From an optimization exercise on the open Yosys and OpenROAD flow, aimed at small area and a short achievable clock period; shortcuts taken in it are not production practice.
In this exercise RTL edits were held to simulation tests only and were not proved equivalent to the original.
No activity file was given, so power comes from the tool's default toggle rates.

==> inputs of wip/amber <==
==> flow/design.v (excerpt) <==
module matmul_mac_array #(
  parameter int LANES = 16,
  parameter int DW    = 8,
  parameter int ACC_W = 32,
  parameter int KMAX  = 256
) (
  input  logic                          clk_i,
  input  logic                          rst_i,
  input  logic                          en_i,
  input  logic                          valid_i,
  input  logic                          signed_i,
  input  logic [LANES*DW-1:0]           din_i,
  input  logic [DW-1:0]                 win_i,
  output logic                          in_rdy_o,
  output logic                          vld_o,
  input  logic                          rdy_i,
  output logic [LANES*ACC_W-1:0]        matmul_o,
  output logic [$clog2(KMAX+1)-1:0]     cnt_o,
  output logic                          len_err_o,
  output logic                          ovf_o
);
==> flow/config.mk <==
export PLATFORM = sky130hd
export DESIGN_NAME = matmul_mac_array
export DESIGN_NICKNAME = matmul_mac_array
export VERILOG_FILES = /design/flow/design.v
export SDC_FILE = /design/flow/constraint.sdc
export NUM_CORES = 4
export LEC_CHECK = 0
export CAP_MARGIN = 20
export CORE_MARGIN = 2
export CORE_UTILIZATION = 40
export SETUP_SLACK_MARGIN = 3.5
export SLEW_MARGIN = 20
==> flow/constraint.sdc <==
create_clock -name core_clock -period 9.0 [get_ports {clk_i}]
set_input_delay 1.8000 -clock core_clock [delete_from_list [all_inputs] [get_ports {clk_i}]]
set_output_delay 1.8000 -clock core_clock [all_outputs]
set_load 0.01 [all_outputs]
standard.sh (not shown) runs the stock make flow with config.mk's settings and CLKGATE_MAP_FILE= SYNTH_SCRIPT=/design/flow/synth_recipe.tcl, a recipe that flattens the netlist after the stock synthesis.
==> flow/flow/run.sh <==
#!/bin/bash
# The standard layout (the standard.sh: standard synthesis, then ORFS to
# finish), with one change: the port buffers that global placement inserts
# are sky130_fd_sc_hd__buf_1 instead of the cell buffer_ports picks itself.
# Each step's full output goes to a log of its own in this folder.
set -euo pipefail
export BUFFER_PORTS_ARGS="-buffer_cell sky130_fd_sc_hd__buf_1"
bash standard.sh synth > synth.log 2>&1
bash standard.sh floorplan > floorplan.log 2>&1
bash standard.sh place > place.log 2>&1
bash standard.sh cts > cts.log 2>&1
bash standard.sh route > route.log 2>&1
bash standard.sh finish > finish.log 2>&1
==> wip/sierra (differences from wip/amber) <==
--- a/flow/design.v
+++ b/flow/design.v
@@ -8,23 +8,20 @@
   input  logic        s,       
   input  logic        clr,
   output logic [31:0] res
 );
   localparam int W = 18;
-  logic [31:0] acc_in;
-  logic [15:0] hi_up, hi_dn;
+  logic [31:0] acc_q, acc_in;
+  logic [15:0] hi, hi_up, hi_dn;
   logic [W-1:0] r0, r1;
-  logic        up, dn, c8_q;
-  logic [15:0] hi_res, hi_q, lo_v;
-  logic [8:0]  lo8;
-  logic [7:0]  l0_q;
-  logic [9:0]  s8_q, k8_q;
-  logic [10:0] mid;
+  logic [W-1:0] lo;
+  logic        up, dn, up_q, dn_q;
+  logic [15:0] hi_res;
   logic [8:0] A;
   assign A = {s & a[7], a};
   logic hs1, hc2, hs3, hc4, hs5, hc6, hs7, hc8, fs9, fc10, hs11, hc12, fs13, fc14, hs15, hc16, fs17, fc18, fs19, fc20, fs21, fc22, fs23, fc24, fs25, fc26, fs27, fc28, fs29, fc30, fs31, fc32, fs33, fc34, hs35, hc36, fs37, fc38, hs39, hc40, hs41, hc42, hs43, hc44, fs45, fc46, fs47, fc48, fs49, fc50, fs51, fc52, fs53, fc54, fs55, fc56, fs57, fc58, fs59, fc60, fs61, fc62, fs63, fc64, fs65, fc66, fs67, fc68, hs69, hc70, hs71, hc72, fs73, fc74, fs75, fc76, fs77, fc78, fs79, fc80, fs81, fc82, fs83, fc84, fs85, fc86, fs87, fc88, fs89, fc90, fs91, fc92, fs93, fc94, fs95, fc96, fs97, fc98, fs99, fc100;
-  assign acc_in = {16'd0, clr ? 16'd0 : lo_v};
+  assign acc_in = {16'd0, clr ? 16'd0 : acc_q[15:0]};
   assign hs1 = acc_in[9] ^ 1'b1;
   assign hc2 = acc_in[9] & 1'b1;
   assign hs3 = acc_in[10] ^ 1'b1;
   assign hc4 = acc_in[10] & 1'b1;
   assign hs5 = acc_in[4] ^ bn[2];
@@ -123,26 +120,23 @@
   assign fc98 = (fc38 & fs65) | (fc38 & fc64) | (fs65 & fc64);
   assign fs99 = (~(bn[3] ^ ((bo[3] | bt[3]) & A[8]))) ^ fs67 ^ fc66;
   assign fc100 = ((~(bn[3] ^ ((bo[3] | bt[3]) & A[8]))) & fs67) | ((~(bn[3] ^ ((bo[3] | bt[3]) & A[8]))) & fc66) | (fs67 & fc66);
   assign r0 = {1'b0, fc100, fc98, fc96, fc94, fc92, fc90, fc88, fc86, fc84, fc82, fc80, fc78, fc76, fc74, hc72, hc70, hs69};
   assign r1 = {1'b0, fc68, fs99, fs97, fs95, fs93, fs91, fs89, fs87, fs85, fs83, fs81, fs79, fs77, fs75, fs73, hs71, (bn[0] ^ (bo[0] & A[0]))};
-  assign lo8   = {1'b0, r0[7:0]} + {1'b0, r1[7:0]};
-  assign mid   = {1'b0, s8_q} + {1'b0, k8_q} + {10'd0, c8_q};
-  assign up    = (mid[9:8] == 2'd2);
-  assign dn    = (mid[9:8] == 2'd0);
-  assign hi_up  = hi_q + 16'd1;
-  assign hi_dn  = hi_q - 16'd1;
-  assign hi_res = up ? hi_up : (dn ? hi_dn : hi_q);
-  assign lo_v   = {mid[7:0], l0_q};
+  assign lo = r0 + r1;
+  assign up = (lo[W-1:16] == 2'd2);
+  assign dn = (lo[W-1:16] == 2'd0);
+  assign hi_up  = acc_q[31:16] + 16'd1;
+  assign hi_dn  = acc_q[31:16] - 16'd1;
+  assign hi_res = up_q ? hi_up : (dn_q ? hi_dn : acc_q[31:16]);
+  assign hi     = clr ? 16'd0 : hi_res;
   always_ff @(posedge clk_i) begin
-    l0_q <= lo8[7:0];
-    c8_q <= lo8[8];
-    s8_q <= r0[17:8];
-    k8_q <= r1[17:8];
-    hi_q <= clr ? 16'd0 : hi_res;
-  end
-  assign res = {hi_res, lo_v};
+    acc_q <= {hi, lo[15:0]};
+    up_q  <= up;
+    dn_q  <= dn;
+  end
+  assign res = {hi_res, acc_q[15:0]};
 endmodule
 module matmul_mac_array #(
   parameter int LANES = 16,
   parameter int DW    = 8,
   parameter int ACC_W = 32,
- SETUP_SLACK_MARGIN: 3.5 -> 3.0
==> wip/violet (differences from wip/amber) <==
--- a/flow/design.v
+++ b/flow/design.v
@@ -8,23 +8,19 @@
   input  logic        s,       
   input  logic        clr,
   output logic [31:0] res
 );
   localparam int W = 18;
-  logic [31:0] acc_in;
-  logic [15:0] hi_up, hi_dn;
+  logic [31:0] acc_q, acc_in;
+  logic [15:0] hi, hi_up, hi_dn;
   logic [W-1:0] r0, r1;
-  logic        up, dn, c8_q;
-  logic [15:0] hi_res, hi_q, lo_v;
-  logic [8:0]  lo8;
-  logic [7:0]  l0_q;
-  logic [9:0]  s8_q, k8_q;
-  logic [10:0] mid;
+  logic [W-1:0] lo;
+  logic        up, dn;
   logic [8:0] A;
   assign A = {s & a[7], a};
   logic hs1, hc2, hs3, hc4, hs5, hc6, hs7, hc8, fs9, fc10, hs11, hc12, fs13, fc14, hs15, hc16, fs17, fc18, fs19, fc20, fs21, fc22, fs23, fc24, fs25, fc26, fs27, fc28, fs29, fc30, fs31, fc32, fs33, fc34, hs35, hc36, fs37, fc38, hs39, hc40, hs41, hc42, hs43, hc44, fs45, fc46, fs47, fc48, fs49, fc50, fs51, fc52, fs53, fc54, fs55, fc56, fs57, fc58, fs59, fc60, fs61, fc62, fs63, fc64, fs65, fc66, fs67, fc68, hs69, hc70, hs71, hc72, fs73, fc74, fs75, fc76, fs77, fc78, fs79, fc80, fs81, fc82, fs83, fc84, fs85, fc86, fs87, fc88, fs89, fc90, fs91, fc92, fs93, fc94, fs95, fc96, fs97, fc98, fs99, fc100;
-  assign acc_in = {16'd0, clr ? 16'd0 : lo_v};
+  assign acc_in = clr ? 32'd0 : acc_q;
   assign hs1 = acc_in[9] ^ 1'b1;
   assign hc2 = acc_in[9] & 1'b1;
   assign hs3 = acc_in[10] ^ 1'b1;
   assign hc4 = acc_in[10] & 1'b1;
   assign hs5 = acc_in[4] ^ bn[2];
@@ -123,26 +119,18 @@
   assign fc98 = (fc38 & fs65) | (fc38 & fc64) | (fs65 & fc64);
   assign fs99 = (~(bn[3] ^ ((bo[3] | bt[3]) & A[8]))) ^ fs67 ^ fc66;
   assign fc100 = ((~(bn[3] ^ ((bo[3] | bt[3]) & A[8]))) & fs67) | ((~(bn[3] ^ ((bo[3] | bt[3]) & A[8]))) & fc66) | (fs67 & fc66);
   assign r0 = {1'b0, fc100, fc98, fc96, fc94, fc92, fc90, fc88, fc86, fc84, fc82, fc80, fc78, fc76, fc74, hc72, hc70, hs69};
   assign r1 = {1'b0, fc68, fs99, fs97, fs95, fs93, fs91, fs89, fs87, fs85, fs83, fs81, fs79, fs77, fs75, fs73, hs71, (bn[0] ^ (bo[0] & A[0]))};
-  assign lo8   = {1'b0, r0[7:0]} + {1'b0, r1[7:0]};
-  assign mid   = {1'b0, s8_q} + {1'b0, k8_q} + {10'd0, c8_q};
-  assign up    = (mid[9:8] == 2'd2);
-  assign dn    = (mid[9:8] == 2'd0);
-  assign hi_up  = hi_q + 16'd1;
-  assign hi_dn  = hi_q - 16'd1;
-  assign hi_res = up ? hi_up : (dn ? hi_dn : hi_q);
-  assign lo_v   = {mid[7:0], l0_q};
-  always_ff @(posedge clk_i) begin
-    l0_q <= lo8[7:0];
-    c8_q <= lo8[8];
-    s8_q <= r0[17:8];
-    k8_q <= r1[17:8];
-    hi_q <= clr ? 16'd0 : hi_res;
-  end
-  assign res = {hi_res, lo_v};
+  assign lo = r0 + r1;
+  assign up = (lo[W-1:16] == 2'd2);
+  assign dn = (lo[W-1:16] == 2'd0);
+  assign hi_up = acc_in[31:16] + 16'd1;
+  assign hi_dn = acc_in[31:16] - 16'd1;
+  assign hi    = up ? hi_up : (dn ? hi_dn : acc_in[31:16]);
+  always_ff @(posedge clk_i) acc_q <= {hi, lo[15:0]};
+  assign res = acc_q;
 endmodule
 module matmul_mac_array #(
   parameter int LANES = 16,
   parameter int DW    = 8,
   parameter int ACC_W = 32,
- SETUP_SLACK_MARGIN: 3.5 -> 2.0
==> results.txt <==
| metric | wip/violet | wip/amber | wip/sierra |
|---|---|---|---|
| Via count of the first global-routing pass | 59050 | 58090 | 54300 |
| Met2 wire length | 107700 um | 108800 um | 104800 um |
| Leading cell type in the layout, fill and taps excluded | sky130_fd_sc_hd__nand2_1 | sky130_fd_sc_hd__inv_1 | sky130_fd_sc_hd__buf_1 |
| Worst Min Path Start | g_lane[4].u_lane.acc_q[31] | g_lane[4].u_lane.hi_q[15] | len_err_q |
| Detailed-route wire length on metal 1 | 103700 um | 93990 um | 98420 um |
| Number of flip-flops and latches | 523 | 699 | 555 |
| Clock tree buffer count of the final layout | 106 | 134 | 100 |
| Final critical-path setup slack | 2103 ps | 3548 ps | 3007 ps |
| Ratio of total power to cell area | 407.4 mW/mm^2 | 395.6 mW/mm^2 | 387.7 mW/mm^2 |
| Register clock-pin slew on the reported worst setup and hold paths | 50 ps | 60 ps | 60 ps |
| Num Clock Sinks | 523 | 699 | 555 |
| Area taken by multi-input logic gates | 0.05170 sq mm | 0.04909 sq mm | 0.04834 sq mm |
| Non-Clock Buffer Area Fraction | 0.06765 | 0.04821 | 0.07801 |
| Result of the run | finished clean | finished clean | finished clean |
| Clock network power consumption | 3300 uW | 4010 uW | 3250 uW |
| Post_cts resized | 44 | 68 | 84 |
| Clock insertion delay at the later pin of the skew report | 730 ps | 750 ps | 730 ps |

==> inputs of wip/raven <==
RTL: one of the versions met above, not the one the previous note started from.
export LEC_CHECK = 0
export CAP_MARGIN = 20
export CORE_MARGIN = 2
export CORE_UTILIZATION = 40
export SETUP_SLACK_MARGIN = 2.0
export SLEW_MARGIN = 20
create_clock -name core_clock -period 9.0 [get_ports {clk_i}]
run.sh (not shown) runs the stock make flow with config.mk's settings and CLKGATE_MAP_FILE= SYNTH_SCRIPT=/design/flow/synth_recipe.tcl, a recipe that flattens the netlist after the stock synthesis.
Stock flow here: none of the scripts above is used.
==> wip/quartz (differences from wip/raven) <==
--- a/flow/design.v
+++ b/flow/design.v
@@ -8,19 +8,23 @@
   input  logic        s,       
   input  logic        clr,
   output logic [31:0] res
 );
   localparam int W = 18;
-  logic [31:0] acc_q, acc_in;
-  logic [15:0] hi, hi_up, hi_dn;
+  logic [31:0] acc_in;
+  logic [15:0] hi_up, hi_dn;
   logic [W-1:0] r0, r1;
-  logic [W-1:0] lo;
-  logic        up, dn;
+  logic        up, dn, c8_q;
+  logic [15:0] hi_res, hi_q, lo_v;
+  logic [8:0]  lo8;
+  logic [7:0]  l0_q;
+  logic [9:0]  s8_q, k8_q;
+  logic [10:0] mid;
   logic [8:0] A;
   assign A = {s & a[7], a};
   logic hs1, hc2, hs3, hc4, hs5, hc6, hs7, hc8, fs9, fc10, hs11, hc12, fs13, fc14, hs15, hc16, fs17, fc18, fs19, fc20, fs21, fc22, fs23, fc24, fs25, fc26, fs27, fc28, fs29, fc30, fs31, fc32, fs33, fc34, hs35, hc36, fs37, fc38, hs39, hc40, hs41, hc42, hs43, hc44, fs45, fc46, fs47, fc48, fs49, fc50, fs51, fc52, fs53, fc54, fs55, fc56, fs57, fc58, fs59, fc60, fs61, fc62, fs63, fc64, fs65, fc66, fs67, fc68, hs69, hc70, hs71, hc72, fs73, fc74, fs75, fc76, fs77, fc78, fs79, fc80, fs81, fc82, fs83, fc84, fs85, fc86, fs87, fc88, fs89, fc90, fs91, fc92, fs93, fc94, fs95, fc96, fs97, fc98, fs99, fc100;
-  assign acc_in = clr ? 32'd0 : acc_q;
+  assign acc_in = {16'd0, clr ? 16'd0 : lo_v};
   assign hs1 = acc_in[9] ^ 1'b1;
   assign hc2 = acc_in[9] & 1'b1;
   assign hs3 = acc_in[10] ^ 1'b1;
   assign hc4 = acc_in[10] & 1'b1;
   assign hs5 = acc_in[4] ^ bn[2];
@@ -119,18 +123,26 @@
   assign fc98 = (fc38 & fs65) | (fc38 & fc64) | (fs65 & fc64);
   assign fs99 = (~(bn[3] ^ ((bo[3] | bt[3]) & A[8]))) ^ fs67 ^ fc66;
   assign fc100 = ((~(bn[3] ^ ((bo[3] | bt[3]) & A[8]))) & fs67) | ((~(bn[3] ^ ((bo[3] | bt[3]) & A[8]))) & fc66) | (fs67 & fc66);
   assign r0 = {1'b0, fc100, fc98, fc96, fc94, fc92, fc90, fc88, fc86, fc84, fc82, fc80, fc78, fc76, fc74, hc72, hc70, hs69};
   assign r1 = {1'b0, fc68, fs99, fs97, fs95, fs93, fs91, fs89, fs87, fs85, fs83, fs81, fs79, fs77, fs75, fs73, hs71, (bn[0] ^ (bo[0] & A[0]))};
-  assign lo = r0 + r1;
-  assign up = (lo[W-1:16] == 2'd2);
-  assign dn = (lo[W-1:16] == 2'd0);
-  assign hi_up = acc_in[31:16] + 16'd1;
-  assign hi_dn = acc_in[31:16] - 16'd1;
-  assign hi    = up ? hi_up : (dn ? hi_dn : acc_in[31:16]);
-  always_ff @(posedge clk_i) acc_q <= {hi, lo[15:0]};
-  assign res = acc_q;
+  assign lo8   = {1'b0, r0[7:0]} + {1'b0, r1[7:0]};
+  assign mid   = {1'b0, s8_q} + {1'b0, k8_q} + {10'd0, c8_q};
+  assign up    = (mid[9:8] == 2'd2);
+  assign dn    = (mid[9:8] == 2'd0);
+  assign hi_up  = hi_q + 16'd1;
+  assign hi_dn  = hi_q - 16'd1;
+  assign hi_res = up ? hi_up : (dn ? hi_dn : hi_q);
+  assign lo_v   = {mid[7:0], l0_q};
+  always_ff @(posedge clk_i) begin
+    l0_q <= lo8[7:0];
+    c8_q <= lo8[8];
+    s8_q <= r0[17:8];
+    k8_q <= r1[17:8];
+    hi_q <= clr ? 16'd0 : hi_res;
+  end
+  assign res = {hi_res, lo_v};
 endmodule
 module matmul_mac_array #(
   parameter int LANES = 16,
   parameter int DW    = 8,
   parameter int ACC_W = 32,
==> flow/flow/run.sh (new file) <==
#!/bin/bash
# The standard layout (the standard.sh: standard synthesis, then ORFS to
# finish), with one change: the port buffers that global placement inserts
# are sky130_fd_sc_hd__buf_1 instead of the cell buffer_ports picks itself.
# Each step's full output goes to a log of its own in this folder.
set -euo pipefail
export BUFFER_PORTS_ARGS="-buffer_cell sky130_fd_sc_hd__buf_1"
bash standard.sh synth > synth.log 2>&1
bash standard.sh floorplan > floorplan.log 2>&1
bash standard.sh place > place.log 2>&1
bash standard.sh cts > cts.log 2>&1
bash standard.sh route > route.log 2>&1
bash standard.sh finish > finish.log 2>&1
==> flow/standard.sh (new file) <==
#!/bin/bash
# synth_recipe.tcl (not shown) runs the flow's synth.tcl, then flattens the netlist and writes it again
# the make line also repeats each setting of config.mk as NAME=value (left out here)
make -C /OpenROAD-flow-scripts/flow DESIGN_CONFIG=/design/flow/config.mk WORK_HOME=/design/flow/orfs CLKGATE_MAP_FILE= SYNTH_SCRIPT=/design/flow/synth_recipe.tcl "${@:-finish}"
- SETUP_SLACK_MARGIN: 2.0 -> 3.25
removed: flow/run.sh
==> wip/umber (differences from wip/raven) <==
--- a/flow/design.v
+++ b/flow/design.v
@@ -8,19 +8,23 @@
   input  logic        s,       
   input  logic        clr,
   output logic [31:0] res
 );
   localparam int W = 18;
-  logic [31:0] acc_q, acc_in;
-  logic [15:0] hi, hi_up, hi_dn;
+  logic [31:0] acc_in;
+  logic [15:0] hi_up, hi_dn;
   logic [W-1:0] r0, r1;
-  logic [W-1:0] lo;
-  logic        up, dn;
+  logic        up, dn, c8_q;
+  logic [15:0] hi_res, hi_q, lo_v;
+  logic [8:0]  lo8;
+  logic [7:0]  l0_q;
+  logic [9:0]  s8_q, k8_q;
+  logic [10:0] mid;
   logic [8:0] A;
   assign A = {s & a[7], a};
   logic hs1, hc2, hs3, hc4, hs5, hc6, hs7, hc8, fs9, fc10, hs11, hc12, fs13, fc14, hs15, hc16, fs17, fc18, fs19, fc20, fs21, fc22, fs23, fc24, fs25, fc26, fs27, fc28, fs29, fc30, fs31, fc32, fs33, fc34, hs35, hc36, fs37, fc38, hs39, hc40, hs41, hc42, hs43, hc44, fs45, fc46, fs47, fc48, fs49, fc50, fs51, fc52, fs53, fc54, fs55, fc56, fs57, fc58, fs59, fc60, fs61, fc62, fs63, fc64, fs65, fc66, fs67, fc68, hs69, hc70, hs71, hc72, fs73, fc74, fs75, fc76, fs77, fc78, fs79, fc80, fs81, fc82, fs83, fc84, fs85, fc86, fs87, fc88, fs89, fc90, fs91, fc92, fs93, fc94, fs95, fc96, fs97, fc98, fs99, fc100;
-  assign acc_in = clr ? 32'd0 : acc_q;
+  assign acc_in = {16'd0, clr ? 16'd0 : lo_v};
   assign hs1 = acc_in[9] ^ 1'b1;
   assign hc2 = acc_in[9] & 1'b1;
   assign hs3 = acc_in[10] ^ 1'b1;
   assign hc4 = acc_in[10] & 1'b1;
   assign hs5 = acc_in[4] ^ bn[2];
@@ -119,18 +123,26 @@
   assign fc98 = (fc38 & fs65) | (fc38 & fc64) | (fs65 & fc64);
   assign fs99 = (~(bn[3] ^ ((bo[3] | bt[3]) & A[8]))) ^ fs67 ^ fc66;
   assign fc100 = ((~(bn[3] ^ ((bo[3] | bt[3]) & A[8]))) & fs67) | ((~(bn[3] ^ ((bo[3] | bt[3]) & A[8]))) & fc66) | (fs67 & fc66);
   assign r0 = {1'b0, fc100, fc98, fc96, fc94, fc92, fc90, fc88, fc86, fc84, fc82, fc80, fc78, fc76, fc74, hc72, hc70, hs69};
   assign r1 = {1'b0, fc68, fs99, fs97, fs95, fs93, fs91, fs89, fs87, fs85, fs83, fs81, fs79, fs77, fs75, fs73, hs71, (bn[0] ^ (bo[0] & A[0]))};
-  assign lo = r0 + r1;
-  assign up = (lo[W-1:16] == 2'd2);
-  assign dn = (lo[W-1:16] == 2'd0);
-  assign hi_up = acc_in[31:16] + 16'd1;
-  assign hi_dn = acc_in[31:16] - 16'd1;
-  assign hi    = up ? hi_up : (dn ? hi_dn : acc_in[31:16]);
-  always_ff @(posedge clk_i) acc_q <= {hi, lo[15:0]};
-  assign res = acc_q;
+  assign lo8   = {1'b0, r0[7:0]} + {1'b0, r1[7:0]};
+  assign mid   = {1'b0, s8_q} + {1'b0, k8_q} + {10'd0, c8_q};
+  assign up    = (mid[9:8] == 2'd2);
+  assign dn    = (mid[9:8] == 2'd0);
+  assign hi_up  = hi_q + 16'd1;
+  assign hi_dn  = hi_q - 16'd1;
+  assign hi_res = up ? hi_up : (dn ? hi_dn : hi_q);
+  assign lo_v   = {mid[7:0], l0_q};
+  always_ff @(posedge clk_i) begin
+    l0_q <= lo8[7:0];
+    c8_q <= lo8[8];
+    s8_q <= r0[17:8];
+    k8_q <= r1[17:8];
+    hi_q <= clr ? 16'd0 : hi_res;
+  end
+  assign res = {hi_res, lo_v};
 endmodule
 module matmul_mac_array #(
   parameter int LANES = 16,
   parameter int DW    = 8,
   parameter int ACC_W = 32,
==> flow/flow/run.sh (new file) <==
#!/bin/bash
# The standard layout (the standard.sh: standard synthesis, then ORFS to
# finish), with one change: the port buffers that global placement inserts
# are sky130_fd_sc_hd__buf_1 instead of the cell buffer_ports picks itself.
# Each step's full output goes to a log of its own in this folder.
set -euo pipefail
export BUFFER_PORTS_ARGS="-buffer_cell sky130_fd_sc_hd__buf_1"
bash standard.sh synth > synth.log 2>&1
bash standard.sh floorplan > floorplan.log 2>&1
bash standard.sh place > place.log 2>&1
bash standard.sh cts > cts.log 2>&1
bash standard.sh route > route.log 2>&1
bash standard.sh finish > finish.log 2>&1
==> flow/standard.sh (new file) <==
#!/bin/bash
# synth_recipe.tcl (not shown) runs the flow's synth.tcl, then flattens the netlist and writes it again
# the make line also repeats each setting of config.mk as NAME=value (left out here)
make -C /OpenROAD-flow-scripts/flow DESIGN_CONFIG=/design/flow/config.mk WORK_HOME=/design/flow/orfs CLKGATE_MAP_FILE= SYNTH_SCRIPT=/design/flow/synth_recipe.tcl "${@:-finish}"
- CORE_UTILIZATION: 40 -> 50
- SETUP_SLACK_MARGIN: 2.0 -> 3.5
removed: flow/run.sh
==> results.txt <==
Result of the run: wip/raven no timing/DRC/antenna violations; wip/umber no timing/DRC/antenna violations; wip/quartz no timing/DRC/antenna violations
Data-path buffer share of cell area in the final layout: wip/raven 13.4%; wip/umber 4.97%; wip/quartz 4.59%
Largest net degree at the start of global routing: wip/raven 113; wip/umber 175; wip/quartz 135
Combinational share of power: wip/raven 73.9%; wip/umber 69.9%; wip/quartz 68.9%
Initial Util: wip/raven 40.2%; wip/umber 50.5%; wip/quartz 40.3%
Placeable core region: wip/raven 162000 µm²; wip/umber 134000 µm²; wip/quartz 168000 µm²
Sort of element at the start of the critical path: wip/raven input pin; wip/umber input pin; wip/quartz register
Clk slew on worst S/H paths: wip/raven 60 ps; wip/umber 70 ps; wip/quartz 60 ps
Wire length after detailed routing: wip/raven 264000 µm; wip/umber 230000 µm; wip/quartz 234000 µm
Multi-input combinational area share: wip/raven 64.3%; wip/umber 65.2%; wip/quartz 64.6%
Time the final worst path needs with I/O delays and setup: wip/raven 6960 ps; wip/umber 5480 ps; wip/quartz 5650 ps
Core Util, Final: wip/raven 50.2%; wip/umber 56.2%; wip/quartz 45.0%
Final design area excluding fillers: wip/raven 81500 µm²; wip/umber 75200 µm²; wip/quartz 75500 µm²
Start-to-end type of the worst setup path: wip/raven input pin to register; wip/umber input pin to register; wip/quartz register to primary output
Net Sw Frac: wip/raven 49.0%; wip/umber 51.3%; wip/quartz 51.4%

## what the ideal ports hide
No port has a modelled driver above. Below, the same layouts with a new extraction and two added sets of constraints. Step 1 assumes that a clkbuf_16 drives the clock port and a buf_2 every other input. Step 2 also shifts input and output timing later by t, the mid clock arrival at the registers, as if the neighbouring blocks saw the same clock. Slacks: ideal / step 1 / step 2; pairs: ideal / step 1.
| run | t (ns) | setup WS [ns] | slew at the worst register clock pin (ns) | cell pins on the clock port's net |
|---|---|---|---|---|
| wip/amber | 0.815 | 3.548 / 3.532 / 2.804 | 0.07 / 0.07 | 1 |
| wip/sierra | 0.793 | 3.007 / 3.055 / 2.262 | 0.07 / 0.07 | 1 |
| wip/violet | 0.782 | 2.103 / 2.149 / 1.367 | 0.06 / 0.06 | 1 |
| wip/raven | 0.768 | 2.037 / 2.093 / 1.326 | 0.07 / 0.07 | 1 |
| wip/quartz | 0.816 | 3.351 / 3.266 / 2.622 | 0.06 / 0.06 | 1 |
| wip/umber | 0.787 | 3.517 / 3.515 / 2.790 | 0.07 / 0.07 | 1 |
After both steps setup and hold are still met in every run listed. For wip/sierra, which loses most, drivers alone change the setup slack by +0.048 ns; drivers and shift together by -0.745 ns.
